From an optimization exercise on the open Yosys and OpenROAD flow, aimed at small area; shortcuts taken in it are not production practice. Only simulation tests tie the RTL to the original design; equivalence was not proved. Power is estimated from default activity; no workload was simulated.

File: flow/config.mk
export PLATFORM = sky130hd
export DESIGN_NAME = pool_engine
export DESIGN_NICKNAME = pool_engine
export VERILOG_FILES = /design/flow/design.v
export SDC_FILE = /design/flow/constraint.sdc
export NUM_CORES = 4
export LEC_CHECK = 0
export CAP_MARGIN = 20
export CORE_MARGIN = 2
export CORE_UTILIZATION = 60
export CTS_CLUSTER_DIAMETER = 100
export CTS_CLUSTER_SIZE = 30
export SLEW_MARGIN = 20
export SYNTH_HIERARCHICAL = 1
File: flow/constraint.sdc
create_clock -name core_clock -period 10.0 [get_ports {CLK}]
set_input_delay 2.0000 -clock core_clock [delete_from_list [all_inputs] [get_ports {CLK}]]
set_output_delay 2.0000 -clock core_clock [all_outputs]
set_load 0.01 [all_outputs]
File: flow/design.v
package pool_pkg;
  localparam logic MODE_MAX = 1'b0;
  localparam logic MODE_AVG = 1'b1;
  typedef enum logic [1:0] {
    ST_IDLE,
    ST_RUN,
    ST_FLUSH
  } state_t;
endpackage
module pool_lane_alu
#(
  parameter int unsigned DATA_WIDTH = 16,
  parameter int unsigned ACC_W      = 18,
  parameter int unsigned SHIFT      = 2
) (
  input  logic                  MODE,
  input  logic                  SEED,     
  input  logic                  FINAL,    
  input  logic [ACC_W-1:0]      ACC,      
  input  logic [DATA_WIDTH-1:0] PIX,
  output logic [ACC_W-1:0]      NEXT,     
  output logic [ACC_W-2:0]      PAIR      
);
  localparam int unsigned LO = ACC_W / 2;
  localparam int unsigned HI = ACC_W - LO;
  logic [ACC_W-1:0] pix_ext, opb, sum, comb;
  logic [HI-1:0]    sum_hi0, sum_hi1;
  logic             sub, take_pix, c_lo;
  assign sub     = (MODE != pool_pkg::MODE_AVG);
  assign pix_ext = ACC_W'($signed(PIX));
  assign opb     = pix_ext ^ {ACC_W{sub}};
  pool_rca #(.W(LO)) u_lo  (.A(ACC[LO-1:0]),     .B(opb[LO-1:0]),     .CI(sub),  .S(sum[LO-1:0]), .CO(c_lo));
  pool_rca #(.W(HI)) u_hi0 (.A(ACC[ACC_W-1:LO]), .B(opb[ACC_W-1:LO]), .CI(1'b0), .S(sum_hi0),     .CO());
  pool_rca #(.W(HI)) u_hi1 (.A(ACC[ACC_W-1:LO]), .B(opb[ACC_W-1:LO]), .CI(1'b1), .S(sum_hi1),     .CO());
  assign sum[ACC_W-1:LO] = c_lo ? sum_hi1 : sum_hi0;
  assign take_pix = sum[ACC_W-1] | SEED;
  assign comb     = sub ? (take_pix ? pix_ext : ACC) : sum;
  assign NEXT[ACC_W-1:DATA_WIDTH] = comb[ACC_W-1:DATA_WIDTH];
  assign NEXT[DATA_WIDTH-1:0]     = (!sub && FINAL) ? sum[SHIFT +: DATA_WIDTH] : comb[DATA_WIDTH-1:0];
  assign PAIR = comb[ACC_W-2:0];
endmodule
module pool_rca
#(
  parameter int unsigned W = 9
) (
  input  logic [W-1:0] A,
  input  logic [W-1:0] B,
  input  logic         CI,
  output logic [W-1:0] S,
  output logic         CO
);
  logic [W:0] c;
  assign c[0] = CI;
  for (genvar i = 0; i < W; i++) begin : g_bit
    assign S[i]   = A[i] ^ B[i] ^ c[i];
    assign c[i+1] = (A[i] & B[i]) | (c[i] & (A[i] ^ B[i]));
  end
  assign CO = c[W];
endmodule
module pool_engine
#(
  parameter int unsigned DATA_WIDTH = 16,
  parameter int unsigned NUM_PE     = 4,
  parameter int unsigned POOL_X     = 2,
  parameter int unsigned POOL_Y     = 2,
  parameter int unsigned MAX_OUT_W  = 32,
  parameter int unsigned DIM_WIDTH  = 10
) (
  input  logic                 CLK,
  input  logic                 RESET,
  input  logic                 START,
  input  logic [DIM_WIDTH-1:0] CFG_ROW_W,
  input  logic [DIM_WIDTH-1:0] CFG_ROWS,
  input  logic                 CFG_MODE,
  input  logic                 IN_VALID,
  output logic                 IN_READY,
  input  logic [DATA_WIDTH*NUM_PE-1:0] DATA_IN,
  output logic                 OUT_VALID,
  input  logic                 OUT_READY,
  output logic [DATA_WIDTH*NUM_PE-1:0] DATA_OUT,
  output logic                 BUSY,
  output logic                 DONE
);
  localparam int unsigned ACC_W = DATA_WIDTH + 2;    
  localparam int unsigned BUF_W = DATA_WIDTH + 1;    
  localparam int unsigned ROW_W = BUF_W * NUM_PE;
  logic                 run, flush, out_valid, done;
  logic                 mode, py;
  logic [DIM_WIDTH-1:0] x, x_inc, row_w, rows_left, rows_dec;
  logic [DIM_WIDTH:0]   xc, rc;
  logic                 out_free, accept, px, last_x, last_y;
  logic                 win_done, buf_we;
  logic [MAX_OUT_W-1:0] col;
  logic [ROW_W-1:0]     wr_bus, rd_raw, rd_row;
  logic [MAX_OUT_W-1:0] prep, rsel;
  logic                 phase;
  logic [ACC_W-1:0]     acc  [NUM_PE];
  logic [ACC_W-1:0]     opa  [NUM_PE];
  logic [ACC_W-1:0]     nxt  [NUM_PE];
  logic [BUF_W-1:0]     pair [NUM_PE];
  assign out_free = !out_valid || OUT_READY;
  assign IN_READY = run && out_free;
  assign accept   = IN_VALID && run && out_free;
  assign xc[0] = 1'b1;
  assign rc[0] = 1'b1;
  for (genvar i = 0; i < DIM_WIDTH; i++) begin : g_cnt
    assign x_inc[i]    = x[i] ^ xc[i];
    assign xc[i+1]     = x[i] & xc[i];
    assign rows_dec[i] = rows_left[i] ^ rc[i];
    assign rc[i+1]     = !rows_left[i] & rc[i];
  end
  assign px       = x[0];
  assign last_x   = (x_inc == row_w);
  assign last_y   = (rows_left == DIM_WIDTH'(1));
  assign win_done = accept && px && py && (col != '0);
  assign buf_we   = accept && px && !py;
  assign prep = py ? '0 : col;
  assign rsel = py ? col : '0;
  pool_row_buf #(
    .ENTRIES (MAX_OUT_W),
    .WIDTH   (ROW_W)
  ) u_rbuf (
    .CLK    (CLK),
    .PREP   (prep),
    .WR_BUS (wr_bus),
    .RSEL   (rsel),
    .RD     (rd_raw)
  );
  assign rd_row = rd_raw ^ {ROW_W{phase && py}};    
  for (genvar l = 0; l < NUM_PE; l++) begin : g_lane
    assign opa[l] = px ? acc[l] : ACC_W'($signed(rd_row[l*BUF_W +: BUF_W]));
    assign wr_bus[l*BUF_W +: BUF_W] = buf_we ? (pair[l] ^ {BUF_W{phase}}) : '1;
    pool_lane_alu #(
      .DATA_WIDTH (DATA_WIDTH),
      .ACC_W      (ACC_W),
      .SHIFT      (2)
    ) u_alu (
      .MODE  (mode),
      .SEED  (!px && !py),
      .FINAL (px && py),
      .ACC   (opa[l]),
      .PIX   (DATA_IN[l*DATA_WIDTH +: DATA_WIDTH]),
      .NEXT  (nxt[l]),
      .PAIR  (pair[l])
    );
    assign DATA_OUT[l*DATA_WIDTH +: DATA_WIDTH] = acc[l][DATA_WIDTH-1:0];
  end
  assign OUT_VALID = out_valid;
  assign BUSY      = run || flush;
  assign DONE      = done;
  always_ff @(posedge CLK) begin
    if (accept) begin
      for (int l = 0; l < NUM_PE; l++) acc[l] <= nxt[l];
    end
    phase <= !phase;
  end
  always_ff @(posedge CLK) begin
    if (!run && !flush && START) begin
      row_w     <= CFG_ROW_W;
      rows_left <= CFG_ROWS;
      mode      <= CFG_MODE;
      x         <= '0;
      col       <= MAX_OUT_W'(1);
      py        <= 1'b0;
    end else if (accept) begin
      if (last_x) begin
        x         <= '0;
        col       <= MAX_OUT_W'(1);
        py        <= !py;
        rows_left <= rows_dec;
      end else begin
        x <= x_inc;
        if (px) col <= col << 1;
      end
    end
  end
  always_ff @(posedge CLK or posedge RESET) begin
    if (RESET) begin
      run       <= 1'b0;
      flush     <= 1'b0;
      out_valid <= 1'b0;
      done      <= 1'b0;
    end else begin
      done <= flush && out_free;
      if (win_done)       out_valid <= 1'b1;
      else if (OUT_READY) out_valid <= 1'b0;
      if (!run && !flush) begin
        if (START) run <= 1'b1;
      end else if (run) begin
        if (accept && last_x && last_y) begin
          run   <= 1'b0;
          flush <= 1'b1;
        end
      end else if (out_free) begin
        flush <= 1'b0;
      end
    end
  end
endmodule
module pool_row_buf
#(
  parameter int unsigned ENTRIES = 32,
  parameter int unsigned WIDTH   = 68
) (
  input  logic               CLK,
  input  logic [ENTRIES-1:0] PREP,
  input  logic [WIDTH-1:0]   WR_BUS,
  input  logic [ENTRIES-1:0] RSEL,
  output logic [WIDTH-1:0]   RD
);
  logic [WIDTH-1:0] mem [ENTRIES];
  always_ff @(posedge CLK) begin
    for (int k = 0; k < ENTRIES; k++) mem[k] <= ~(({WIDTH{PREP[k]}} & WR_BUS) | mem[k]);
  end
  always_comb begin
    RD = '0;
    for (int k = 0; k < ENTRIES; k++) RD = RD | ({WIDTH{RSEL[k]}} & mem[k]);
  end
endmodule
File: flow/run.sh
#!/bin/bash
# synth_recipe.tcl (not shown) runs the flow's synth.tcl, then flattens the netlist and writes it again
# the make line also repeats each setting of config.mk as NAME=value (left out here)
make -C /OpenROAD-flow-scripts/flow DESIGN_CONFIG=/design/flow/config.mk WORK_HOME=/design/flow/orfs CLKGATE_MAP_FILE= SYNTH_SCRIPT=/design/flow/synth_recipe.tcl finish
==> flow_summary.json, run 1 <==
{
  "start_util_pct": 60.50,
  "antenna_found_initial": 4,
  "reg2reg_to": "u_rbuf.mem[12][65]$_DFF_P_",
  "postCtsSetupBuffers": 0,
  "numCtsBuffers": 88,
  "hold_path_depth": 1,
  "hold_class": "reg2reg",
  "drive_above_1_share_pct": 6.731,
  "cp_common_cell": "fa_1",
  "dp_hpwl_microns": 171300,
  "port_buffers": 157,
  "core_area_sq_um": 137500,
  "final.setup.tns_ns": 0,
  "r2r_setup_slack_ns": 0.70,
  "htreeDepth": 3,
  "netlist_area_sq_um": 83180,
  "hp-start": "u_rbuf.mem[29][59]$_DFF_P_",
  "routed_wirelength_microns": 285000,
  "crit_start": "py$_SDFFE_PP0P_",
  "final-setup-viol-count": 0,
  "cp.arrival_ns": 9.97,
  "maxCapViolations": 0,
  "min_period_over_period_pct": 93.00,
  "die_y_microns": 376.3,
  "nNetsFinal": 7930,
  "dieArea_sq_um": 141600,
  "final_util_pct": 63.73,
  "routabilityCongestion": 0.8539,
  "grt_pass1_vias": 62910,
  "start_kind": "flop",
  "worst_r2r_startpoint": "py$_SDFFE_PP0P_",
  "max_stage_delay_ns": 0.89,
  "remaining_drc_errors": 0,
  "worst_r2r_path_depth": 27,
  "crit_type": "reg2reg",
  "layout.cells.non_filler": 9535,
  "crit_fanout": 44,
  "clk_pin_slew_ns": 0.11,
  "final_cell_mix": "a21oi_1, dfxtp_1, a22oi_1",
  "p_per_area_nw_per_um2": 235.7,
  "viasPerCell": 6.932,
  "finalMaxSlewViolations": 0,
  "syn_area_per_cell_sq_um": 10.24,
  "io_pins": 158,
  "tightest_slew_ns": 1.231,
  "synthCells": 8122,
  "num_vias": 66100,
  "antenna_left": 0,
  "cts.repair.resized": 0,
  "mostFrequentLayoutCell": "a21oi_1",
  "finalCriticalPeriod_ns": 9.300,
  "grt_pass1_wl_microns": 414700,
  "max_freq_ghz": 0.1075,
  "status": "complete, no violations",
  "critPathRequiredTime_ns": 10.67,
  "p_leak_nw": 32.31,
  "firstDrtPassIters": 8,
  "drt-initial-drc-count": 9032,
  "cts_hold_buf": 0,
  "grt-ovfl-total": 0,
  "clock_path_buffers": 3,
  "endpoint_kind": "flop",
  "wl_per_cell_microns": 29.89,
  "cpMaxStageDelayCell": "dfxtp_4",
  "grt_util_all_layers_pct": 39.00,
  "cts-root-buf": "clkbuf_16",
  "hold_viol": 0,
  "rows": 136,
  "grt_max_degree": 72,
  "clock_latency_ns": 0.76,
  "slew_headroom_pct": 17.93,
  "clkSinkCount": 2317,
  "cts_tree": "done",
  "ir_drop_mv": 0.2031,
  "rsz0062_at_grt": "false",
  "yosysWarnings": 15,
  "dp.cells": 9414,
  "fin_skew_ns": 0.02683,
  "dieWidth_microns": 376.3,
  "min_to": "u_rbuf.mem[29][59]$_DFF_P_",
  "synthToLayoutAreaGrowth_pct": 5.345
}
[layer usage]
| metal | vias to the layer above | wire length [microns] | track usage (%) |
|---|---|---|---|
| met2 | 3992 | 123700 | 58.83 |
| met4 | 2 | 12870 | 15.89 |
| met1 | 32770 | 117000 | 55.34 |
| met5 | - | 12 | 0 |
| met3 | 753 | 31400 | 7.188 |
| li1 | 28580 | - | - |
[layout make-up]
type	count	area (sq um)
diodes	1	2.502
flip-flops and latches	2317	47350
clock buffers	109	2397
fillers	11130	49870
inverters	140	528.0
repair buffers	400	3538
multi-input cells	4768	31480
well taps	1794	2245
clock inverters	6	83.83
[state kept, by name, summed over array words and instances, names as in the netlist]
name	flops
flush	1
mode	1
phase	1
u_rbuf.mem	2176
acc	72
row_w	10
col	32
done	1
x	10
run	1
out_valid	1
rows_left	10
py	1
[how the worst max path moves through the flow]
| stage | endpoint | slack [ns] | depth (start not counted) |
|---|---|---|---|
| floorplan | u_rbuf.mem[10][34]$_DFF_P_ | 2.50 | 33 |
| global placement | u_rbuf.mem[31][22]$_DFF_P_ | 0.95 | 22 |
| detailed placement | u_rbuf.mem[4][22]$_DFF_P_ | 0.91 | 22 |
| CTS | u_rbuf.mem[20][22]$_DFF_P_ | 0.90 | 27 |
| global route | u_rbuf.mem[21][65]$_DFF_P_ | 0.15 | 27 |
| finish | u_rbuf.mem[12][65]$_DFF_P_ | 0.70 | 27 |
[power by group]
| group | leakage [nW] | switching, mW | internal (mW) | total, mW |
|---|---|---|---|---|
| clock | 1.21 | 2.85 | 1.73 | 4.58 |
| sequential | 20.9 | 0.862 | 11.0 | 11.8 |
| combinational | 10.2 | 2.64 | 1.61 | 4.25 |
[through the flow]
stage                     instance area, sq um  total power [mW]  setup slack [ns]  hold slack [ns]
after floorplan                          83180             14.76             2.498           0.3891
after global placement                   85030             15.94            0.9523           0.3969
after detailed placement                 85040             16.12            0.9102           0.3993
after CTS                                87520             20.53            0.9007           0.4149
after global routing                     87620             21.48            0.1497           0.4198
final                                    87620             20.65            0.7001           0.4131
[worst max-delay path, delay by kind of cell, from the launching register on]
| kind | cells | cell delay (ns) |
|---|---|---|
| compound gates | 4 | 0.89 |
| xor+xnor | 2 | 0.78 |
| fa+ha+maj | 9 | 3.15 |
| buf+inv | 5 | 0.85 |
| flops | 1 | 0.89 |
| mux | 2 | 0.74 |
| simple gates | 5 | 1.82 |
==> run 2: changes to the inputs <==
--- a/flow/design.v
+++ b/flow/design.v
@@ -91,5 +91,7 @@
   logic                 out_free, accept, px, last_x, last_y;
   logic                 win_done, buf_we;
-  logic [MAX_OUT_W-1:0] col;
+  localparam int unsigned OXW = $clog2(MAX_OUT_W);
+  logic [OXW-1:0]       ox;
+  logic                 in_range;
   logic [ROW_W-1:0]     wr_bus, rd_raw, rd_row;
   logic [MAX_OUT_W-1:0] prep, rsel;
@@ -113,8 +115,12 @@
   assign last_x   = (x_inc == row_w);
   assign last_y   = (rows_left == DIM_WIDTH'(1));
-  assign win_done = accept && px && py && (col != '0);
+  assign ox       = x[OXW:1];
+  assign in_range = (x[DIM_WIDTH-1:OXW+1] == '0);
+  assign win_done = accept && px && py && in_range;
   assign buf_we   = accept && px && !py;
-  assign prep = py ? '0 : col;
-  assign rsel = py ? col : '0;
+  for (genvar k = 0; k < MAX_OUT_W; k++) begin : g_sel
+    assign prep[k] = !py && in_range && (ox == OXW'(k));
+    assign rsel[k] = py && (ox == OXW'(k));
+  end
   pool_row_buf #(
     .ENTRIES (MAX_OUT_W),
@@ -161,15 +167,12 @@
       mode      <= CFG_MODE;
       x         <= '0;
-      col       <= MAX_OUT_W'(1);
       py        <= 1'b0;
     end else if (accept) begin
       if (last_x) begin
         x         <= '0;
-        col       <= MAX_OUT_W'(1);
         py        <= !py;
         rows_left <= rows_dec;
       end else begin
         x <= x_inc;
-        if (px) col <= col << 1;
       end
     end
==> flow/flow/run.sh (new file) <==
#!/bin/bash
# The standard layout, except that the port buffers use the smallest
# buffer cell instead of the one buffer_ports picks by default.
set -euo pipefail
bash standard.sh synth > synth.log 2>&1
bash standard.sh "BUFFER_PORTS_ARGS=-buffer_cell sky130_fd_sc_hd__buf_1" finish > layout.log 2>&1
==> flow/standard.sh (new file) <==
#!/bin/bash
# synth_recipe.tcl (not shown) runs the flow's synth.tcl, then flattens the netlist and writes it again
# the make line also repeats each setting of config.mk as NAME=value (left out here)
make -C /OpenROAD-flow-scripts/flow DESIGN_CONFIG=/design/flow/config.mk WORK_HOME=/design/flow/orfs CLKGATE_MAP_FILE= SYNTH_SCRIPT=/design/flow/synth_recipe.tcl "${@:-finish}"
--- a/flow/config.mk
+++ b/flow/config.mk
@@ -6,9 +6,9 @@
 export NUM_CORES = 4
 export LEC_CHECK = 0
-export CAP_MARGIN = 20
+export CAP_MARGIN = 0
 export CORE_MARGIN = 2
 export CORE_UTILIZATION = 60
 export CTS_CLUSTER_DIAMETER = 100
 export CTS_CLUSTER_SIZE = 30
-export SLEW_MARGIN = 20
+export SLEW_MARGIN = 0
 export SYNTH_HIERARCHICAL = 1
removed: flow/run.sh
==> run 2 against run 1 <==
Clock-buffer cell count shrank 6; worst hold slack hardly changed; first-iteration DRC count rose by 6.7%; core utilization is 0.65 points lower; fmax is 2.2% lower; synthesized cell count fell by 0.90%; combinational power about the same; critical endpoint is now u_rbuf.mem[7][40]$_DFF_P_.
==> flow_summary.json, run 2 <==
{
  "status": "complete, no violations",
  "hp-start": "u_rbuf.mem[28][57]$_DFF_P_",
  "grt-ovfl-total": 0,
  "worst_r2r_path_depth": 29,
  "min_period_over_period_pct": 95.10,
  "clock_path_buffers": 3,
  "critPathRequiredTime_ns": 10.60,
  "wl_per_cell_microns": 29.93,
  "core_area_sq_um": 135600,
  "htreeDepth": 3,
  "reg2reg_to": "u_rbuf.mem[7][40]$_DFF_P_",
  "synthCells": 8049,
  "syn_area_per_cell_sq_um": 10.19,
  "wl_met1_microns": 112400,
  "final_util_pct": 63.08,
  "finalMaxSlewViolations": 0,
  "yosysWarnings": 15,
  "maxCapViolations": 0,
  "regMostFlops": "u_rbuf.mem",
  "dp.cells": 9356,
  "tightest_slew_ns": 1.280,
  "cpMaxStageDelayCell": "xor2_1",
  "slew_headroom_pct": 14.46,
  "antenna_found_initial": 2,
  "dieWidth_microns": 373.8,
  "dp_hpwl_microns": 165400,
  "layout.cells.non_filler": 9468,
  "io_pins": 158,
  "wl_met3_microns": 27650,
  "cts_tree": "done",
  "p_leak_nw": 31.37,
  "grt_pass1_vias": 61350,
  "fillers": 11200,
  "cts_hold_buf": 0,
  "remaining_drc_errors": 0,
  "drt-initial-drc-count": 9640,
  "crit_fanout": 32,
  "reg_top3": "u_rbuf.mem x2176, acc x72",
  "max_stage_delay_ns": 0.66,
  "route.met2.wl_microns": 128500,
  "crit_type": "reg2reg",
  "p_per_area_nw_per_um2": 245.5,
  "drive_above_1_share_pct": 6.805,
  "multiInputGateArea_sq_um": 31170,
  "largest_reg_flops": 2176,
  "grt_max_degree": 70,
  "clock_latency_ns": 0.76,
  "port_buffers": 157,
  "clk_pin_slew_ns": 0.12,
  "start_kind": "flop",
  "cp_common_cell": "fa_1",
  "netlist_area_sq_um": 82040,
  "cts-root-buf": "clkbuf_16",
  "hold_viol": 0,
  "min_to": "u_rbuf.mem[28][57]$_DFF_P_",
  "antenna_left": 0,
  "viasPerCell": 6.866,
  "start_util_pct": 60.48,
  "grt_pass1_wl_microns": 409600,
  "clkSinkCount": 2285,
  "path_buf_inv": 6,
  "max_freq_ghz": 0.1051,
  "critPathTopFamily": "adder cells",
  "final_cell_mix": "a21oi_1, dfxtp_1, a22oi_1",
  "cts.repair.resized": 0,
  "pre_cts_slack_ns": 0.6970,
  "ir_drop_mv": 0.1877,
  "grt_util_all_layers_pct": 38.97,
  "postCtsSetupBuffers": 0,
  "numCtsBuffers": 87,
  "worst_r2r_startpoint": "py$_SDFFE_PP0P_",
  "fin_skew_ns": 0.03571,
  "firstDrtPassIters": 7,
  "routabilityCongestion": 0.8497,
  "endpoint_kind": "flop",
  "rows": 135,
  "final.setup.tns_ns": 0,
  "final-setup-viol-count": 0,
  "die_y_microns": 373.8,
  "setup_slack_ns": 0.4896,
  "dieArea_sq_um": 139700,
  "hold_ws_ns": 0.4131,
  "cp.arrival_ns": 10.11,
  "hold_path_depth": 1,
  "hold_class": "reg2reg",
  "num_vias": 65010,
  "r2r_setup_slack_ns": 0.49,
  "rsz0062_at_grt": "false",
  "layout.area.seq_sq_um": 46700,
  "synthToLayoutAreaGrowth_pct": 4.287,
  "finalCriticalPeriod_ns": 9.510,
  "top_layer": "met5",
  "nNetsFinal": 7879,
  "routed_wirelength_microns": 283400,
  "mostFrequentLayoutCell": "a21oi_1"
}
==> run 2: layout make-up <==
| class | count | share of cell area, % |
|---|---|---|
| multi-input cells | 4741 | 36.44 |
| flip-flops and latches | 2285 | 54.59 |
| diodes | 1 | 0.002925 |
| well taps | 1781 | 2.605 |
| clock inverters | 8 | 0.1170 |
| inverters | 139 | 0.6157 |
| clock buffers | 103 | 2.651 |
| repair buffers | 410 | 2.982 |
==> run 2: through the flow <==
| step | total power [mW] | area, sq um |
|---|---|---|
| after detailed placement | 16.59 | 83180 |
| after global placement | 16.38 | 83180 |
| after global routing | 21.86 | 85550 |
| after CTS | 20.87 | 85550 |
| final | 21.01 | 85550 |
| after floorplan | 15.21 | 82040 |
==> run 2: worst max-delay path by stage <==
stage,startpoint,to,slack [ns],depth (start not counted)
after CTS,py$_SDFFE_PP0P_,u_rbuf.mem[26][51]$_DFF_P_,0.68,29
after detailed placement,py$_SDFFE_PP0P_,u_rbuf.mem[26][51]$_DFF_P_,0.70,29
after global routing,x[5]$_SDFFE_PP0P_,u_rbuf.mem[3][37]$_DFF_P_,0.14,29
after floorplan,py$_SDFFE_PP0P_,u_rbuf.mem[10][51]$_DFF_P_,2.39,34
final,py$_SDFFE_PP0P_,u_rbuf.mem[7][40]$_DFF_P_,0.49,29
after global placement,py$_SDFFE_PP0P_,u_rbuf.mem[26][2]$_DFF_P_,0.81,29
==> run 2: report_power, final <==
| part | leakage (nW) | internal [mW] | total (mW) | switching, mW |
|---|---|---|---|---|
| Sequential | 20.6 | 11.2 | 12.3 | 1.08 |
| Combinational | 9.64 | 1.54 | 4.23 | 2.69 |
| Clock | 1.16 | 1.65 | 4.46 | 2.81 |
| Total | 31.4 | 14.4 | 21.0 | 6.58 |
==> run 2: metal layers <==
layer | GRT usage [%] | vias to the layer above
met5 | 0 | -
met4 | 18.04 | 2
met3 | 6.831 | 798
met2 | 61.82 | 3811
met1 | 52.08 | 32090
li1 | - | 28310
==> run 3: changes to the inputs <==
--- a/flow/design.v
+++ b/flow/design.v
@@ -159,5 +159,4 @@
       for (int l = 0; l < NUM_PE; l++) acc[l] <= nxt[l];
     end
-    phase <= !phase;
   end
   always_ff @(posedge CLK) begin
@@ -180,4 +179,5 @@
   always_ff @(posedge CLK or posedge RESET) begin
     if (RESET) begin
+      phase     <= 1'b0;
       run       <= 1'b0;
       flush     <= 1'b0;
@@ -185,5 +185,6 @@
       done      <= 1'b0;
     end else begin
-      done <= flush && out_free;
+      phase <= !phase;
+      done  <= flush && out_free;
       if (win_done)       out_valid <= 1'b1;
       else if (OUT_READY) out_valid <= 1'b0;
==> run 3 against run 2 <==
Via count down 0.46%; fmax up 0.11%; power up 0.59%; worst hold slack worse by 0.00078 ns; die area about the same.
==> flow_summary.json, run 3 <==
{
  "cpMaxStageDelayCell": "nor2_4",
  "dp_hpwl_microns": 164100,
  "num_vias": 64710,
  "cp.arrival_ns": 10.10,
  "firstDrtPassIters": 6,
  "grt_pass1_wl_microns": 410100,
  "max_stage_delay_ns": 0.89,
  "final_cell_mix": "a21oi_1, dfxtp_1, a22oi_1",
  "p_leak_nw": 31.45,
  "dieWidth_microns": 373.8,
  "numCtsBuffers": 87,
  "yosysWarnings": 15,
  "layout.cells.non_filler": 9462,
  "drt-initial-drc-count": 9121,
  "reg_top3": "u_rbuf.mem x2176, acc x72",
  "start_util_pct": 60.48,
  "crit_type": "reg2reg",
  "core_area_sq_um": 135600,
  "grt-ovfl-total": 0,
  "htreeDepth": 3,
  "grt_max_degree": 72,
  "slew_headroom_pct": 9.028,
  "hold_viol": 0,
  "regMostFlops": "u_rbuf.mem",
  "io_pins": 158,
  "die_y_microns": 373.8,
  "dp.cells": 9345,
  "cts.repair.resized": 0,
  "fin_skew_ns": 0.03619,
  "grtUsageMet3_pct": 5.740,
  "nNetsFinal": 7868,
  "maxCapViolations": 0,
  "status": "complete, no violations",
  "min_period_over_period_pct": 95.00,
  "clock_latency_ns": 0.76,
  "syn_area_per_cell_sq_um": 10.20,
  "dieArea_sq_um": 139700,
  "p_per_area_nw_per_um2": 246.7,
  "synthCells": 8044,
  "clkSinkCount": 2285,
  "endpoint_kind": "flop",
  "mostFrequentLayoutCell": "a21oi_1",
  "final-setup-viol-count": 0,
  "final.setup.tns_ns": 0,
  "use_met2_pct": 60.71,
  "ir_drop_mv": 0.1715,
  "clk_pin_slew_ns": 0.12,
  "remaining_drc_errors": 0,
  "antenna_left": 0,
  "tightest_slew_ns": 1.365,
  "r2r_setup_slack_ns": 0.50,
  "netlist_area_sq_um": 82030,
  "hold_class": "reg2reg",
  "antenna_found_initial": 5,
  "crit_fanout": 24,
  "start_kind": "flop",
  "grt_util_all_layers_pct": 38.80,
  "cts_tree": "done",
  "synthToLayoutAreaGrowth_pct": 4.405,
  "port_buffers": 157,
  "routabilityCongestion": 0.8622,
  "drive_above_1_share_pct": 6.785,
  "rsz0062_at_grt": "false",
  "cts-root-buf": "clkbuf_16",
  "wl_per_cell_microns": 29.60,
  "postCtsSetupBuffers": 0,
  "finalCriticalPeriod_ns": 9.500,
  "grt_busiest_layer": "met2",
  "critPathRequiredTime_ns": 10.60,
  "met1_usage_pct": 53.79,
  "viasPerCell": 6.839,
  "clock_path_buffers": 3,
  "cts_hold_buf": 0,
  "grt_pass1_vias": 61480,
  "routed_wirelength_microns": 280000,
  "finalMaxSlewViolations": 0,
  "max_freq_ghz": 0.1053,
  "rows": 135,
  "cp_common_cell": "fa_1",
  "largest_reg_flops": 2176
}
## run 3: worst max-delay path, delay by kind of cell (launching register included)
| kind | cells | cell delay, ns |
|---|---|---|
| mux | 3 | 1.03 |
| fa+ha+maj | 9 | 3.16 |
| xor+xnor | 2 | 0.65 |
| simple gates | 6 | 2.43 |
| compound gates | 3 | 0.57 |
| buf+inv | 6 | 0.81 |
| flops | 1 | 0.64 |
## run 3: metrics by stage
step	worst slack, ns	hold slack (ns)	cell area [sq um]	power (mW)	utilization [%]
after CTS	0.6137	0.4141	85640	21.02	63.14
after detailed placement	0.6521	0.3996	83240	16.71	61.37
after global routing	0.1759	0.4189	85640	22.06	63.14
final	0.4997	0.4124	85640	21.13	63.14
after global placement	0.8003	0.3970	83240	16.51	61.37
after floorplan	2.386	0.3891	82030	15.31	-
## run 3: where the power goes
group | internal, mW | switching, mW | leakage [nW] | total (mW)
Combinational | 1.59 | 2.74 | 9.71 | 4.32
Sequential | 11.3 | 1.08 | 20.6 | 12.3
Clock | 1.66 | 2.81 | 1.17 | 4.47
Total | 14.5 | 6.63 | 31.5 | 21.1
## run 3: cell type report
| cell class | count | area, sq um |
|---|---|---|
| Clock buffer | 106 | 2291 |
| Antenna cell | 2 | 5.005 |
| Timing Repair Buffer | 404 | 2619 |
| Inverter | 139 | 526.8 |
| Multi-Input combinational cell | 4736 | 31160 |
| Sequential cell | 2285 | 46710 |
| Fill cell | 11070 | 49990 |
| Clock inverter | 9 | 101.3 |
| Tap cell | 1781 | 2228 |
## run 3: per-layer routing
layer  share of wire (%)  up-vias  wire length (microns)
met4                 4.7        4                  13130
met5               0.013        -                     36
li1                    -    28290                      -
met1                  41    32130                 115600
met3                 9.2      686                  25870
met2                  45     3596                 125400
## run 3: path summary, 6_finish.rpt
kind                                             endpoint                      start  depth (start not counted)
worst max-delay path            u_rbuf.mem[1][35]$_DFF_P_            py$_SDFFE_PP0P_                         29
worst min-delay path            u_rbuf.mem[7][14]$_DFF_P_  u_rbuf.mem[7][14]$_DFF_P_                          1
worst max register to register  u_rbuf.mem[1][35]$_DFF_P_            py$_SDFFE_PP0P_                         29
worst min register to register  u_rbuf.mem[7][14]$_DFF_P_  u_rbuf.mem[7][14]$_DFF_P_                          1
max in group asynchronous                 phase$_DFF_PP0_                      RESET                          2
min in group asynchronous                 phase$_DFF_PP0_                      RESET                          2
==> run 4: changes to the inputs <==
--- a/flow/design.v
+++ b/flow/design.v
@@ -38,5 +38,5 @@
   assign NEXT[ACC_W-1:DATA_WIDTH] = comb[ACC_W-1:DATA_WIDTH];
   assign NEXT[DATA_WIDTH-1:0]     = (!sub && FINAL) ? sum[SHIFT +: DATA_WIDTH] : comb[DATA_WIDTH-1:0];
-  assign PAIR = comb[ACC_W-2:0];
+  assign PAIR = NEXT[ACC_W-2:0];
 endmodule
 module pool_rca
@@ -94,5 +94,5 @@
   logic [OXW-1:0]       ox;
   logic                 in_range;
-  logic [ROW_W-1:0]     wr_bus, rd_raw, rd_row;
+  logic [ROW_W-1:0]     wr_bus, rd_raw, rd_row, acc_lo;
   logic [MAX_OUT_W-1:0] prep, rsel;
   logic                 phase;
@@ -121,5 +121,5 @@
   for (genvar k = 0; k < MAX_OUT_W; k++) begin : g_sel
     assign prep[k] = !py && in_range && (ox == OXW'(k));
-    assign rsel[k] = py && (ox == OXW'(k));
+    assign rsel[k] = py && !px && (ox == OXW'(k));
   end
   pool_row_buf #(
@@ -131,9 +131,12 @@
     .WR_BUS (wr_bus),
     .RSEL   (rsel),
+    .EXT    (acc_lo),
+    .EXT_SEL(px),
     .RD     (rd_raw)
   );
-  assign rd_row = rd_raw ^ {ROW_W{phase && py}};    
+  assign rd_row = rd_raw ^ {ROW_W{phase && py && !px}};
   for (genvar l = 0; l < NUM_PE; l++) begin : g_lane
-    assign opa[l] = px ? acc[l] : ACC_W'($signed(rd_row[l*BUF_W +: BUF_W]));
+    assign acc_lo[l*BUF_W +: BUF_W] = acc[l][BUF_W-1:0];
+    assign opa[l] = {px ? acc[l][ACC_W-1] : rd_row[l*BUF_W + BUF_W-1], rd_row[l*BUF_W +: BUF_W]};
     assign wr_bus[l*BUF_W +: BUF_W] = buf_we ? (pair[l] ^ {BUF_W{phase}}) : '1;
     pool_lane_alu #(
@@ -211,4 +214,6 @@
   input  logic [WIDTH-1:0]   WR_BUS,
   input  logic [ENTRIES-1:0] RSEL,
+  input  logic [WIDTH-1:0]   EXT,       
+  input  logic               EXT_SEL,
   output logic [WIDTH-1:0]   RD
 );
@@ -218,5 +223,5 @@
   end
   always_comb begin
-    RD = '0;
+    RD = {WIDTH{EXT_SEL}} & EXT;
     for (int k = 0; k < ENTRIES; k++) RD = RD | ({WIDTH{RSEL[k]}} & mem[k]);
   end
==> run 4 against run 3 <==
Clock-buffer cell count up 12; routed wire length up 9.6%; largest power group unchanged; first-iteration DRC count up 28%; register-to-register slack worse by 0.20 ns; flip-flop and latch count unchanged.
==> flow_summary.json, run 4 <==
{
  "status": "complete, no violations",
  "p_per_area_nw_per_um2": 249.9,
  "dieArea_sq_um": 138300,
  "final.setup.tns_ns": 0,
  "finalMaxSlewViolations": 0,
  "p_leak_nw": 31.08,
  "clock_path_buffers": 3,
  "grt_pass1_wl_microns": 436000,
  "final_cell_mix": "a21oi_1, dfxtp_1, a22oi_1",
  "grt-ovfl-total": 0,
  "num_vias": 66440,
  "cts-root-buf": "clkbuf_16",
  "hold_viol": 0,
  "cpMaxStageDelayCell": "nor2_4",
  "remaining_drc_errors": 0,
  "finalCriticalPeriod_ns": 9.705,
  "slew_headroom_pct": 4.613,
  "regMostFlops": "u_rbuf.mem",
  "max_stage_delay_ns": 0.89,
  "cp_num_cells": 29,
  "cts.repair.resized": 0,
  "core_area_sq_um": 134000,
  "ir_drop_mv": 0.1650,
  "reg_top3": "u_rbuf.mem x2176, acc x72",
  "grt_pass1_vias": 61710,
  "io_pins": 158,
  "nNetsFinal": 7749,
  "fin_area_sq_um": 84990,
  "synthToLayoutAreaGrowth_pct": 4.658,
  "antenna_found_initial": 4,
  "numCtsBuffers": 86,
  "clk_pin_slew_ns": 0.12,
  "antenna_left": 0,
  "routed_wirelength_microns": 306800,
  "clkSinkCount": 2285,
  "reg2reg_to": "u_rbuf.mem[11][59]$_DFF_P_",
  "hold_class": "reg2reg",
  "start_kind": "flop",
  "min_period_over_period_pct": 97.05,
  "yosysWarnings": 15,
  "start_util_pct": 60.62,
  "critPathRequiredTime_ns": 10.68,
  "viasPerCell": 7.112,
  "maxCapViolations": 0,
  "critPathTopFamily": "adder cells",
  "crit_fanout": 32,
  "placed_cell_area_sq_um": 82550,
  "synthCells": 7924,
  "tightest_slew_ns": 1.427,
  "cts_tree": "done",
  "routabilityCongestion": 0.8629,
  "endpoint_kind": "flop",
  "drt-initial-drc-count": 11640,
  "final-setup-viol-count": 0,
  "largest_reg_flops": 2176,
  "wl_per_cell_microns": 32.84,
  "die_y_microns": 371.9,
  "max_freq_ghz": 0.1030,
  "syn_area_per_cell_sq_um": 10.25,
  "dp_hpwl_microns": 178500,
  "htreeDepth": 3,
  "netlist_area_sq_um": 81210,
  "grt_max_degree": 79,
  "worst_r2r_startpoint": "py$_SDFFE_PP0P_",
  "cts_hold_buf": 0,
  "rows": 134,
  "crit_type": "reg2reg",
  "r2r_setup_slack_ns": 0.29,
  "cp.arrival_ns": 10.39,
  "mostFrequentLayoutCell": "a21oi_1",
  "clock_latency_ns": 0.78,
  "firstDrtPassIters": 10,
  "grt_util_all_layers_pct": 43.05,
  "port_buffers": 157,
  "worst_r2r_path_depth": 29,
  "crit_end": "u_rbuf.mem[11][59]$_DFF_P_",
  "crit_start": "py$_SDFFE_PP0P_",
  "fin_skew_ns": 0.03447,
  "cp_common_cell": "fa_1",
  "rsz0062_at_grt": "false",
  "drive_above_1_share_pct": 6.631,
  "dieWidth_microns": 371.9,
  "path_buf_inv": 6,
  "postCtsSetupBuffers": 0
}
==> run 4: per-stage QoR <==
stage	total power [mW]	hold slack, ns	setup WS, ns	utilization [%]	instances
final	21.24	0.4135	0.2950	63.44	9342
after detailed placement	16.72	0.3989	0.5835	61.62	9208
after global routing	22.04	0.4203	0.04566	63.44	9339
after floorplan	15.39	0.3877	2.386	-	7924
after CTS	21.01	0.4146	0.5437	63.40	9333
after global placement	16.50	0.3958	0.7440	61.62	9208
==> run 4: worst min path at each step <==
stage / from / to / slack (ns) / cells after the start
after CTS: u_rbuf.mem[27][31]$_DFF_P_ / u_rbuf.mem[27][31]$_DFF_P_ / 0.41 / 1
after detailed placement: u_rbuf.mem[29][20]$_DFF_P_ / u_rbuf.mem[29][20]$_DFF_P_ / 0.40 / 1
after global placement: u_rbuf.mem[17][11]$_DFF_P_ / u_rbuf.mem[17][11]$_DFF_P_ / 0.40 / 1
after floorplan: u_rbuf.mem[1][66]$_DFF_P_ / u_rbuf.mem[1][66]$_DFF_P_ / 0.39 / 1
after global routing: u_rbuf.mem[23][3]$_DFF_P_ / u_rbuf.mem[23][3]$_DFF_P_ / 0.42 / 1
final: u_rbuf.mem[27][50]$_DFF_P_ / u_rbuf.mem[27][50]$_DFF_P_ / 0.41 / 1
==> run 4: worst register-to-register path, delay by kind of cell, from the launching register on <==
family / cells / cell delay, ns
simple gates: 8 / 3.00
mux: 1 / 0.48
xor+xnor: 2 / 0.56
buf+inv: 6 / 1.03
flops: 1 / 0.57
compound gates: 3 / 0.83
fa+ha+maj: 9 / 3.15
==> run 4: area by class of cell <==
type | count | area (sq um)
diodes | 3 | 7.507
clock buffers | 118 | 2315
repair buffers | 471 | 3309
inverters | 132 | 499.2
multi-input cells | 4558 | 29870
clock inverters | 7 | 71.32
fillers | 10940 | 48970
flip-flops and latches | 2285 | 46710
well taps | 1768 | 2212
==> run 4: power by group <==
group / total (mW) / internal, mW / switching [mW]
Clock: 4.51 / 1.65 / 2.85
Sequential: 12.5 / 11.3 / 1.16
Combinational: 4.26 / 1.45 / 2.80
==> run 4: per-layer routing <==
metal  up-vias  global-route usage [%]  part of all wire, %  routed length [microns]
met5         -                       0                0.011                       34
met4         4                   16.15                  4.1                    12600
met3       779                   9.467                   13                    40960
met2      4926                   64.44                   43                   131700
met1     32790                   61.05                   40                   121500
li1      27940                       -                    -                        -
==> run 5: changes to the inputs <==
--- a/flow/design.v
+++ b/flow/design.v
@@ -22,21 +22,28 @@
   output logic [ACC_W-2:0]      PAIR      
 );
-  localparam int unsigned LO = ACC_W / 2;
-  localparam int unsigned HI = ACC_W - LO;
+  localparam int unsigned B0 = ACC_W / 3;
+  localparam int unsigned B1 = ACC_W / 3;
+  localparam int unsigned B2 = ACC_W - B0 - B1;
   logic [ACC_W-1:0] pix_ext, opb, sum, comb;
-  logic [HI-1:0]    sum_hi0, sum_hi1;
-  logic             sub, take_pix, c_lo;
+  logic [B1-1:0]    s1_0, s1_1;
+  logic [B2-1:0]    s2_0, s2_1;
+  logic             c1, c1_0, c1_1, c2;
+  logic             sub, take_pix;
   assign sub     = (MODE != pool_pkg::MODE_AVG);
   assign pix_ext = ACC_W'($signed(PIX));
   assign opb     = pix_ext ^ {ACC_W{sub}};
-  pool_rca #(.W(LO)) u_lo  (.A(ACC[LO-1:0]),     .B(opb[LO-1:0]),     .CI(sub),  .S(sum[LO-1:0]), .CO(c_lo));
-  pool_rca #(.W(HI)) u_hi0 (.A(ACC[ACC_W-1:LO]), .B(opb[ACC_W-1:LO]), .CI(1'b0), .S(sum_hi0),     .CO());
-  pool_rca #(.W(HI)) u_hi1 (.A(ACC[ACC_W-1:LO]), .B(opb[ACC_W-1:LO]), .CI(1'b1), .S(sum_hi1),     .CO());
-  assign sum[ACC_W-1:LO] = c_lo ? sum_hi1 : sum_hi0;
+  pool_rca #(.W(B0)) u_b0   (.A(ACC[B0-1:0]),        .B(opb[B0-1:0]),        .CI(sub),  .S(sum[B0-1:0]), .CO(c1));
+  pool_rca #(.W(B1)) u_b1_0 (.A(ACC[B0+B1-1:B0]),    .B(opb[B0+B1-1:B0]),    .CI(1'b0), .S(s1_0),        .CO(c1_0));
+  pool_rca #(.W(B1)) u_b1_1 (.A(ACC[B0+B1-1:B0]),    .B(opb[B0+B1-1:B0]),    .CI(1'b1), .S(s1_1),        .CO(c1_1));
+  pool_rca #(.W(B2)) u_b2_0 (.A(ACC[ACC_W-1:B0+B1]), .B(opb[ACC_W-1:B0+B1]), .CI(1'b0), .S(s2_0),        .CO());
+  pool_rca #(.W(B2)) u_b2_1 (.A(ACC[ACC_W-1:B0+B1]), .B(opb[ACC_W-1:B0+B1]), .CI(1'b1), .S(s2_1),        .CO());
+  assign sum[B0+B1-1:B0]    = c1 ? s1_1 : s1_0;
+  assign c2                 = c1 ? c1_1 : c1_0;
+  assign sum[ACC_W-1:B0+B1] = c2 ? s2_1 : s2_0;
   assign take_pix = sum[ACC_W-1] | SEED;
   assign comb     = sub ? (take_pix ? pix_ext : ACC) : sum;
   assign NEXT[ACC_W-1:DATA_WIDTH] = comb[ACC_W-1:DATA_WIDTH];
   assign NEXT[DATA_WIDTH-1:0]     = (!sub && FINAL) ? sum[SHIFT +: DATA_WIDTH] : comb[DATA_WIDTH-1:0];
-  assign PAIR = NEXT[ACC_W-2:0];
+  assign PAIR = comb[ACC_W-2:0];
 endmodule
 module pool_rca
@@ -94,5 +101,5 @@
   logic [OXW-1:0]       ox;
   logic                 in_range;
-  logic [ROW_W-1:0]     wr_bus, rd_raw, rd_row, acc_lo;
+  logic [ROW_W-1:0]     wr_bus, rd_raw, rd_row;
   logic [MAX_OUT_W-1:0] prep, rsel;
   logic                 phase;
@@ -121,5 +128,5 @@
   for (genvar k = 0; k < MAX_OUT_W; k++) begin : g_sel
     assign prep[k] = !py && in_range && (ox == OXW'(k));
-    assign rsel[k] = py && !px && (ox == OXW'(k));
+    assign rsel[k] = py && (ox == OXW'(k));
   end
   pool_row_buf #(
@@ -131,12 +138,9 @@
     .WR_BUS (wr_bus),
     .RSEL   (rsel),
-    .EXT    (acc_lo),
-    .EXT_SEL(px),
     .RD     (rd_raw)
   );
-  assign rd_row = rd_raw ^ {ROW_W{phase && py && !px}};
+  assign rd_row = rd_raw ^ {ROW_W{phase && py}};    
   for (genvar l = 0; l < NUM_PE; l++) begin : g_lane
-    assign acc_lo[l*BUF_W +: BUF_W] = acc[l][BUF_W-1:0];
-    assign opa[l] = {px ? acc[l][ACC_W-1] : rd_row[l*BUF_W + BUF_W-1], rd_row[l*BUF_W +: BUF_W]};
+    assign opa[l] = px ? acc[l] : ACC_W'($signed(rd_row[l*BUF_W +: BUF_W]));
     assign wr_bus[l*BUF_W +: BUF_W] = buf_we ? (pair[l] ^ {BUF_W{phase}}) : '1;
     pool_lane_alu #(
@@ -162,4 +166,5 @@
       for (int l = 0; l < NUM_PE; l++) acc[l] <= nxt[l];
     end
+    phase <= !phase;
   end
   always_ff @(posedge CLK) begin
@@ -182,5 +187,4 @@
   always_ff @(posedge CLK or posedge RESET) begin
     if (RESET) begin
-      phase     <= 1'b0;
       run       <= 1'b0;
       flush     <= 1'b0;
@@ -188,6 +192,5 @@
       done      <= 1'b0;
     end else begin
-      phase <= !phase;
-      done  <= flush && out_free;
+      done <= flush && out_free;
       if (win_done)       out_valid <= 1'b1;
       else if (OUT_READY) out_valid <= 1'b0;
@@ -214,6 +217,4 @@
   input  logic [WIDTH-1:0]   WR_BUS,
   input  logic [ENTRIES-1:0] RSEL,
-  input  logic [WIDTH-1:0]   EXT,       
-  input  logic               EXT_SEL,
   output logic [WIDTH-1:0]   RD
 );
@@ -223,5 +224,5 @@
   end
   always_comb begin
-    RD = {WIDTH{EXT_SEL}} & EXT;
+    RD = '0;
     for (int k = 0; k < ENTRIES; k++) RD = RD | ({WIDTH{RSEL[k]}} & mem[k]);
   end
==> flow/run.sh (new file) <==
#!/bin/bash
# synth_recipe.tcl (not shown) runs the flow's synth.tcl, then flattens the netlist and writes it again
# the make line also repeats each setting of config.mk as NAME=value (left out here)
make -C /OpenROAD-flow-scripts/flow DESIGN_CONFIG=/design/flow/config.mk WORK_HOME=/design/flow/orfs CLKGATE_MAP_FILE= SYNTH_SCRIPT=/design/flow/synth_recipe.tcl finish
--- a/flow/config.mk
+++ b/flow/config.mk
@@ -6,9 +6,9 @@
 export NUM_CORES = 4
 export LEC_CHECK = 0
-export CAP_MARGIN = 0
+export CAP_MARGIN = 20
 export CORE_MARGIN = 2
 export CORE_UTILIZATION = 60
 export CTS_CLUSTER_DIAMETER = 100
 export CTS_CLUSTER_SIZE = 30
-export SLEW_MARGIN = 0
+export SLEW_MARGIN = 20
 export SYNTH_HIERARCHICAL = 1
removed: flow/flow/run.sh
removed: flow/standard.sh
==> run 5 against run 4 <==
Via count is 1.6% lower; global-route usage fell by 4.3 points; power is 0.56% lower; routed wire length shrank 8.2%; critical endpoint is now u_rbuf.mem[1][64]$_DFF_P_; largest power group unchanged.
==> flow_summary.json, run 5 <==
{
  "cts_hold_buf": 0,
  "grt_busiest_layer": "met2",
  "remaining_drc_errors": 0,
  "netlist_area_sq_um": 82370,
  "drt-initial-drc-count": 8909,
  "slew_headroom_pct": 16.74,
  "pre_cts_slack_ns": 0.9967,
  "p_sw_mw": 6.680,
  "dp_hpwl_microns": 166400,
  "met1_usage_pct": 53.19,
  "htreeDepth": 3,
  "p_per_area_nw_per_um2": 242.7,
  "port_buffers": 157,
  "synthToLayoutAreaGrowth_pct": 5.616,
  "wl_per_cell_microns": 29.35,
  "power_frac_seq_pct": 58.4,
  "io_pins": 158,
  "hp-start": "u_rbuf.mem[18][11]$_DFF_P_",
  "finalCriticalPeriod_ns": 9.177,
  "tightest_slew_ns": 1.246,
  "grt_max_degree": 90,
  "worst_r2r_startpoint": "py$_SDFFE_PP0P_",
  "die_y_microns": 374.5,
  "cts.repair.resized": 0,
  "insertedDiodeCount": 0,
  "firstDrtPassIters": 7,
  "core_area_sq_um": 135800,
  "maxCapViolations": 0,
  "hold_path_depth": 1,
  "antenna_found_initial": 7,
  "grt_pass1_wl_microns": 410600,
  "clock_latency_ns": 0.76,
  "grt_util_all_layers_pct": 38.77,
  "setup_slack_ns": 0.8225,
  "routabilityCongestion": 0.8852,
  "max_freq_ghz": 0.1090,
  "rows": 135,
  "crit_type": "reg2reg",
  "synthCells": 8193,
  "start_util_pct": 60.66,
  "reg_top3": "u_rbuf.mem x2176, acc x72",
  "largest_reg_flops": 2176,
  "viasPerCell": 6.815,
  "final_cell_mix": "a21oi_1, dfxtp_1, a22oi_1",
  "dieWidth_microns": 374.5,
  "final-setup-viol-count": 0,
  "r2r_setup_slack_ns": 0.82,
  "power.share.combinational_pct": 20.4,
  "num_vias": 65380,
  "antenna_left": 0,
  "min_to": "u_rbuf.mem[18][11]$_DFF_P_",
  "critPathRequiredTime_ns": 10.58,
  "p_int_mw": 14.44,
  "clock_power_share_pct": 21.2,
  "cts-root-buf": "clkbuf_16",
  "fin_skew_ns": 0.03898,
  "cts_tree": "done",
  "regMostFlops": "u_rbuf.mem",
  "grt-ovfl-total": 0,
  "start_kind": "flop",
  "reg2reg_to": "u_rbuf.mem[1][64]$_DFF_P_",
  "rsz0062_at_grt": "false",
  "cp.arrival_ns": 9.75,
  "grtUsageMet3_pct": 6.883,
  "hold_class": "reg2reg",
  "p_leak_nw": 32.67,
  "clk_pin_slew_ns": 0.11,
  "drive_above_1_share_pct": 5.837,
  "numCtsBuffers": 87,
  "postCtsSetupBuffers": 0,
  "status": "complete, no violations",
  "final.setup.tns_ns": 0,
  "clkSinkCount": 2285,
  "hold_ws_ns": 0.4126,
  "clock_path_buffers": 3,
  "syn_area_per_cell_sq_um": 10.05,
  "mostFrequentLayoutCell": "a21oi_1",
  "final_util_pct": 64.06,
  "finalMaxSlewViolations": 0,
  "ir_drop_mv": 0.1672,
  "swShare_pct": 31.64,
  "endpoint_kind": "flop",
  "worst_r2r_path_depth": 26,
  "hold_viol": 0,
  "power_mw": 21.12,
  "nNetsFinal": 8013,
  "crit_fanout": 32,
  "grt_pass1_vias": 62160,
  "yosysWarnings": 15,
  "routed_wirelength_microns": 281600,
  "use_met2_pct": 59.80,
  "dieArea_sq_um": 140300,
  "min_period_over_period_pct": 91.77
}
[run 5: power groups by stage]
stage	combinational (mW)	clock (mW)	sequential [mW]
3_5_place_dp	4.22	0	12.4
3_3_place_gp	4.04	0	12.4
6_report	4.31	4.47	12.3
2_1_floorplan	3.02	0	12.2
5_1_grt	4.69	4.79	12.5
4_1_cts	4.21	4.48	12.3
[run 5: per-layer routing]
metal | wire length, microns | part of all wire [%]
met5 | 38 | 0.013
met4 | 14270 | 5.1
met3 | 29550 | 10
met2 | 124500 | 44
met1 | 113300 | 40
[run 5: worst max path at each step]
stage / from / endpoint / slack [ns] / cells after the start
after global routing: py$_SDFFE_PP0P_ / u_rbuf.mem[1][64]$_DFF_P_ / 0.49 / 26
after detailed placement: py$_SDFFE_PP0P_ / u_rbuf.mem[1][64]$_DFF_P_ / 1.0 / 26
after global placement: py$_SDFFE_PP0P_ / u_rbuf.mem[31][64]$_DFF_P_ / 1.16 / 26
final: py$_SDFFE_PP0P_ / u_rbuf.mem[1][64]$_DFF_P_ / 0.82 / 26
after floorplan: py$_SDFFE_PP0P_ / u_rbuf.mem[0][67]$_DFF_P_ / 3.22 / 34
after CTS: py$_SDFFE_PP0P_ / u_rbuf.mem[1][64]$_DFF_P_ / 0.98 / 26
[run 5: final cells by class]
type	count	area, sq um
Sequential cell	2285	46700
Inverter	251	945.9
Tap cell	1781	2228
Clock buffer	106	2291
Multi-Input combinational cell	4785	31190
Clock inverter	9	100.1
Fill cell	11140	48810
Timing Repair Buffer	376	3536
[run 5: worst max-delay path, cell delays in order (launching register included)]
cell	delay, ns
dfxtp_1	0.47
nand2_1	0.52
buf_4	0.40
nor2_4	0.19
buf_4	0.28
a22oi_1	0.20
nand4_1	0.36
or4_1	0.71
xor2_1	0.36
o21ai_0	0.29
fa_1	0.55
fa_1	0.43
fa_1	0.38
inv_1	0.08
fa_1	0.18
inv_1	0.06
fa_1	0.36
inv_1	0.09
fa_1	0.16
inv_1	0.06
mux2i_4	0.35
mux2i_4	0.82
mux2i_1	0.30
o21ai_0	0.24
xnor2_1	0.20
nand2_1	0.79
a21oi_1	0.17
[run 5: metrics by stage]
step | instance area (sq um) | instances
finish | 87000 | 9593
global route | 87000 | 9593
CTS | 86890 | 9589
detailed placement | 84500 | 9474
global placement | 84420 | 9471
floorplan | 82400 | 8201
==> run 6: changes to the inputs <==
==> flow/flow/run.sh (new file) <==
#!/bin/bash
# The standard layout, except that the port buffers use the smallest
# buffer cell instead of the one buffer_ports picks by default.
set -euo pipefail
bash standard.sh synth > synth.log 2>&1
bash standard.sh "BUFFER_PORTS_ARGS=-buffer_cell sky130_fd_sc_hd__buf_1" finish > layout.log 2>&1
==> flow/standard.sh (new file) <==
#!/bin/bash
# synth_recipe.tcl (not shown) runs the flow's synth.tcl, then flattens the netlist and writes it again
# the make line also repeats each setting of config.mk as NAME=value (left out here)
make -C /OpenROAD-flow-scripts/flow DESIGN_CONFIG=/design/flow/config.mk WORK_HOME=/design/flow/orfs CLKGATE_MAP_FILE= SYNTH_SCRIPT=/design/flow/synth_recipe.tcl "${@:-finish}"
--- a/flow/config.mk
+++ b/flow/config.mk
@@ -6,9 +6,9 @@
 export NUM_CORES = 4
 export LEC_CHECK = 0
-export CAP_MARGIN = 20
+export CAP_MARGIN = 0
 export CORE_MARGIN = 2
 export CORE_UTILIZATION = 60
 export CTS_CLUSTER_DIAMETER = 100
 export CTS_CLUSTER_SIZE = 30
-export SLEW_MARGIN = 20
+export SLEW_MARGIN = 0
 export SYNTH_HIERARCHICAL = 1
removed: flow/run.sh
==> run 6 against run 5 <==
Still clean on timing, DRC and antenna; fmax rose by 0.86%; clock power barely moved; power fell by 0.79%; critical path depth rose by 1; synthesized area did not move; worst setup slack improved by 0.078 ns; critical endpoint is now u_rbuf.mem[31][46]$_DFF_P_; largest power group unchanged.
==> flow_summary.json, run 6 <==
{
  "grt_util_all_layers_pct": 38.21,
  "reg_top3": "u_rbuf.mem x2176, acc x72",
  "core_area_sq_um": 135800,
  "grt_pass1_wl_microns": 405200,
  "slew_headroom_pct": 9.618,
  "crit_fanout": 32,
  "tightest_slew_ns": 1.352,
  "power_frac_seq_pct": 58.8,
  "htreeDepth": 3,
  "cts_hold_buf": 0,
  "clock_power_share_pct": 21.2,
  "port_buffers": 157,
  "dp_hpwl_microns": 167500,
  "finalCriticalPeriod_ns": 9.099,
  "final.setup.tns_ns": 0,
  "die_y_microns": 374.5,
  "grt_max_degree": 78,
  "hold_viol": 0,
  "status": "complete, no violations",
  "finalMaxSlewViolations": 0,
  "synthToLayoutAreaGrowth_pct": 4.045,
  "p_int_mw": 14.33,
  "routabilityCongestion": 0.8531,
  "cts_tree": "done",
  "cts.repair.resized": 0,
  "synthCells": 8193,
  "clkSinkCount": 2285,
  "fin_skew_ns": 0.03886,
  "layout.area.seq_sq_um": 46700,
  "dieArea_sq_um": 140300,
  "ir_drop_mv": 0.1702,
  "routed_wirelength_microns": 278400,
  "remaining_drc_errors": 0,
  "antenna_left": 0,
  "clk_pin_slew_ns": 0.11,
  "swShare_pct": 31.58,
  "antenna_found_initial": 7,
  "postCtsSetupBuffers": 0,
  "numCtsBuffers": 86,
  "hold_class": "reg2reg",
  "yosysWarnings": 15,
  "maxCapViolations": 0,
  "viasPerCell": 6.828,
  "critPathRequiredTime_ns": 10.66,
  "p_per_area_nw_per_um2": 244.4,
  "num_vias": 65470,
  "max_freq_ghz": 0.1099,
  "clock_path_buffers": 3,
  "p_leak_nw": 32.15,
  "syn_area_per_cell_sq_um": 10.05,
  "fillers": 11170,
  "start_kind": "flop",
  "drive_above_1_share_pct": 5.511,
  "netlist_area_sq_um": 82370,
  "cp.arrival_ns": 9.76,
  "regMostFlops": "u_rbuf.mem",
  "io_pins": 158,
  "wl_per_cell_microns": 29.03,
  "nNetsFinal": 8005,
  "clock_latency_ns": 0.76,
  "crit_type": "reg2reg",
  "cts-root-buf": "clkbuf_16",
  "grt_pass1_vias": 61630,
  "largest_reg_flops": 2176,
  "rsz0062_at_grt": "false",
  "dieWidth_microns": 374.5,
  "start_util_pct": 60.66,
  "pre_cts_slack_ns": 1.210,
  "mostFrequentLayoutCell": "a21oi_1",
  "power.share.combinational_pct": 20.0,
  "final_cell_mix": "a21oi_1, dfxtp_1, a22oi_1",
  "final-setup-viol-count": 0,
  "firstDrtPassIters": 7,
  "rows": 135,
  "multiInputGateArea_sq_um": 31150,
  "setup_slack_ns": 0.9010,
  "grt-ovfl-total": 0,
  "endpoint_kind": "flop",
  "drt-initial-drc-count": 8650,
  "min_period_over_period_pct": 90.99,
  "p_sw_mw": 6.615
}
## run 6: path summary, 6_finish.rpt
kind                                            start                    endpoint  slack [ns]  depth (start not counted)
max in group asynchronous                       RESET           flush$_DFFE_PP0P_        8.77                          2
setup / recovery                    x[2]$_SDFFE_PP0P_  u_rbuf.mem[31][46]$_DFF_P_        0.90                         27
hold / removal             u_rbuf.mem[29][10]$_DFF_P_  u_rbuf.mem[29][10]$_DFF_P_        0.41                          1
min in group asynchronous                       RESET       out_valid$_DFFE_PP0P_        1.09                          2
hold reg to reg            u_rbuf.mem[29][10]$_DFF_P_  u_rbuf.mem[29][10]$_DFF_P_        0.41                          1
setup reg to reg                    x[2]$_SDFFE_PP0P_  u_rbuf.mem[31][46]$_DFF_P_        0.90                         27
## run 6: layout make-up
cell class / count / share of cell area, %
Inverter: 251 / 1.104
Clock buffer: 107 / 2.714
Multi-Input combinational cell: 4785 / 36.35
Timing Repair Buffer: 369 / 2.661
Antenna cell: 4 / 0.01168
Sequential cell: 2285 / 54.49
Clock inverter: 6 / 0.07153
Tap cell: 1781 / 2.600
## run 6: worst max-delay path: stages (launching register included)
cell and delay [ns]:
dfxtp_1 0.51, nor2b_1 0.30, nand3_1 0.37, nor2_4 0.89
buf_4 0.47, buf_4 0.24, a22oi_1 0.10, nand4_1 0.13
or4_1 0.20, xor2_1 0.14, o21ai_0 0.22, fa_1 0.51
fa_1 0.40, fa_1 0.38, inv_1 0.08, fa_1 0.16
inv_1 0.05, fa_1 0.37, inv_1 0.08, fa_1 0.16
inv_1 0.06, mux2i_4 0.36, mux2i_4 0.88, mux2i_1 0.30
o21ai_0 0.17, xnor2_1 0.32, nand2_1 0.75, a21oi_1 0.37
## run 6: through the flow
| stage | power [mW] | hold WS (ns) | util, % | instance area [sq um] | instances |
|---|---|---|---|---|---|
| 2_1_floorplan | 15.21 | 0.3891 | - | 82400 | 8201 |
| 5_1_grt | 21.86 | 0.4203 | 63.10 | 85690 | 9584 |
| 3_3_place_gp | 16.34 | 0.3971 | 61.34 | 83310 | 9471 |
| 3_5_place_dp | 16.55 | 0.3996 | 61.34 | 83310 | 9471 |
| 4_1_cts | 20.83 | 0.4148 | 63.10 | 85690 | 9584 |
| 6_report | 20.95 | 0.4108 | 63.11 | 85700 | 9588 |
## run 6: power by group through the flow
stage          registers, mW  logic [mW]  clock network, mW
6_report                12.3        4.19               4.44
5_1_grt                 12.5        4.59               4.77
4_1_cts                 12.3        4.11               4.46
3_5_place_dp            12.4        4.12                  0
3_3_place_gp            12.4        3.94                  0
2_1_floorplan           12.2        3.02                  0
## run 6: routing by layer
metal / wire (microns) / share of wire (%) / global-route usage (%) / vias up
li1: - / - / - / 28520
met2: 123300 / 44 / 58.77 / 3725
met3: 27570 / 9.9 / 6.462 / 654
met1: 115100 / 41 / 53.72 / 32560
met5: 53 / 0.019 / 0 / -
met4: 12320 / 4.4 / 15.43 / 8
==> run 7: changes to the inputs <==
--- a/flow/config.mk
+++ b/flow/config.mk
@@ -8,5 +8,5 @@
 export CAP_MARGIN = 0
 export CORE_MARGIN = 2
-export CORE_UTILIZATION = 60
+export CORE_UTILIZATION = 70
 export CTS_CLUSTER_DIAMETER = 100
 export CTS_CLUSTER_SIZE = 30
==> run 7 against run 6 <==
Still clean on timing, DRC and antenna; global-route usage rose by 5.6 points; routed wire length down 2.0%; die area down 14%; clock skew down 0.0071 ns; clock-buffer cell count rose by 2; critical path depth down 1; design area shrank 0.35%; critical path type unchanged.
==> flow_summary.json, run 7 <==
{
  "status": "complete, no violations",
  "cp_num_cells": 26,
  "r2r_setup_slack_ns": 0.82,
  "crit_end": "u_rbuf.mem[25][0]$_DFF_P_",
  "drive_above_1_share_pct": 5.531,
  "mostFrequentLayoutCell": "a21oi_1",
  "worst_r2r_startpoint": "x[1]$_SDFFE_PP0P_",
  "ir_drop_mv": 0.2356,
  "finalCriticalPeriod_ns": 9.177,
  "cp.arrival_ns": 9.82,
  "cts-root-buf": "clkbuf_16",
  "synthCells": 8193,
  "antenna_left": 0,
  "crit_type": "reg2reg",
  "htreeDepth": 3,
  "cpMaxStageDelayCell": "nor2_4",
  "worst_r2r_path_depth": 26,
  "min_period_over_period_pct": 91.77,
  "hold_viol": 0,
  "start_util_pct": 70.70,
  "path_buf_inv": 5,
  "rows": 125,
  "yosysWarnings": 15,
  "wl_per_cell_microns": 29.21,
  "final-setup-viol-count": 0,
  "crit_start": "x[1]$_SDFFE_PP0P_",
  "port_buffers": 157,
  "routabilityCongestion": 0.8760,
  "clock_path_buffers": 3,
  "cts_hold_buf": 0,
  "routed_wirelength_microns": 272800,
  "endpoint_kind": "flop",
  "clock_latency_ns": 0.74,
  "power_mw": 20.97,
  "p_leak_nw": 32.16,
  "regMostFlops": "u_rbuf.mem",
  "drt-initial-drc-count": 11230,
  "antenna_found_initial": 8,
  "finalMaxSlewViolations": 0,
  "dieArea_sq_um": 120400,
  "reg2reg_to": "u_rbuf.mem[25][0]$_DFF_P_",
  "cts.repair.resized": 0,
  "remaining_drc_errors": 0,
  "critPathRequiredTime_ns": 10.64,
  "fin_skew_ns": 0.03172,
  "clkSinkCount": 2285,
  "p_per_area_nw_per_um2": 245.5,
  "dieWidth_microns": 347.0,
  "crit_fanout": 32,
  "maxCapViolations": 0,
  "cts_tree": "done",
  "critPathTopFamily": "simple AND/OR/NAND/NOR gates",
  "final_cell_mix": "a21oi_1, dfxtp_1, a22oi_1",
  "netlist_area_sq_um": 82370,
  "grt_util_all_layers_pct": 43.83,
  "grt_pass1_wl_microns": 401100,
  "nNetsFinal": 8009,
  "io_pins": 158,
  "tightest_slew_ns": 1.363,
  "syn_area_per_cell_sq_um": 10.05,
  "start_kind": "flop",
  "postCtsSetupBuffers": 0,
  "grt_pass1_vias": 63660,
  "hold_ws_ns": 0.4112,
  "dp_hpwl_microns": 163300,
  "final.setup.tns_ns": 0,
  "clk_pin_slew_ns": 0.12,
  "max_freq_ghz": 0.1090,
  "grt_max_degree": 95,
  "numCtsBuffers": 86,
  "hold_class": "reg2reg",
  "firstDrtPassIters": 11,
  "viasPerCell": 7.153,
  "largest_reg_flops": 2176,
  "grt-ovfl-total": 0,
  "fillers": 8519,
  "rsz0062_at_grt": "false",
  "final_util_pct": 73.30,
  "multiInputGateArea_sq_um": 31150,
  "max_stage_delay_ns": 0.94,
  "synthToLayoutAreaGrowth_pct": 3.683,
  "num_vias": 66800,
  "reg_top3": "u_rbuf.mem x2176, acc x72",
  "slew_headroom_pct": 8.939,
  "core_area_sq_um": 116500,
  "layout.area.seq_sq_um": 46700,
  "cp_common_cell": "fa_1",
  "die_y_microns": 347.0
}
## run 7: final cells by class
type / count / area share [%]
tap: 1524 / 2.233
clock inverter: 7 / 0.08643
antenna: 5 / 0.01465
sequential: 2285 / 54.68
timing repair buffer: 373 / 2.735
multi-input combinational: 4785 / 36.47
inverter: 251 / 1.106
clock buffer: 109 / 2.671
## run 7: through the flow
step	setup WS, ns	std cells	instance area [sq um]
detailed placement	1.313	9218	83040
global route	0.6445	9334	85390
global placement	1.512	9218	83040
finish	0.8230	9339	85410
floorplan	3.216	8201	82400
CTS	1.241	9334	85390
## run 7: power by group
group | switching (mW) | internal [mW] | leakage [nW]
Sequential | 1.12 | 11.3 | 20.6
Clock | 2.75 | 1.64 | 1.15
Combinational | 2.79 | 1.42 | 10.4
Total | 6.66 | 14.3 | 32.2
## run 7: worst min path at each step
stage	startpoint	endpoint	slack [ns]	depth (start not counted)
3_5_place_dp	u_rbuf.mem[16][31]$_DFF_P_	u_rbuf.mem[16][31]$_DFF_P_	0.40	1
6_report	u_rbuf.mem[21][14]$_DFF_P_	u_rbuf.mem[21][14]$_DFF_P_	0.41	1
5_1_grt	u_rbuf.mem[29][67]$_DFF_P_	u_rbuf.mem[29][67]$_DFF_P_	0.42	1
3_3_place_gp	u_rbuf.mem[16][10]$_DFF_P_	u_rbuf.mem[16][10]$_DFF_P_	0.40	1
2_1_floorplan	u_rbuf.mem[0][65]$_DFF_P_	u_rbuf.mem[0][65]$_DFF_P_	0.39	1
4_1_cts	u_rbuf.mem[24][19]$_DFF_P_	u_rbuf.mem[24][19]$_DFF_P_	0.41	1
## run 7: per-layer routing
layer | GRT usage (%) | vias to the layer above | part of all wire [%]
met4 | 23.42 | 10 | 6.0
met3 | 11.95 | 1019 | 14
li1 | - | 28570 | -
met2 | 64.37 | 4774 | 43
met1 | 59.14 | 32430 | 38
met5 | 0.4402 | - | 0.044

-- static timing again, ports no longer ideal --
No port has a modelled driver above. Below, the same layouts with a new extraction and two added sets of constraints. Step 1 sets driving cells, clkbuf_16 on the clock port and buf_2 on the other inputs (assumed; they add their load-dependent delay and slew). Step 2 moves the port delays by t, midway between the first and last clock arrival at a register: inputs arrive t later, outputs are due t later. That takes back most of the time a late clock gives input paths. a / b / c = no drivers / after step 1 / after step 2; a / b = the first two.
run	shift t [ns]	setup WS [ns]	worst slew at a driven data input, ns
run 1	0.833	0.700 / 0.700 / 0.700	0.13
run 2	0.827	0.490 / 0.490 / 0.490	0.12
run 3	0.835	0.500 / 0.500 / 0.500	0.14
run 4	0.851	0.295 / 0.295 / 0.295	0.05
run 5	0.821	0.823 / 0.823 / 0.823	0.13
run 6	0.834	0.901 / 0.901 / 0.901	0.12
run 7	0.810	0.823 / 0.823 / 0.823	0.13
After both steps every run listed still meets setup and hold.
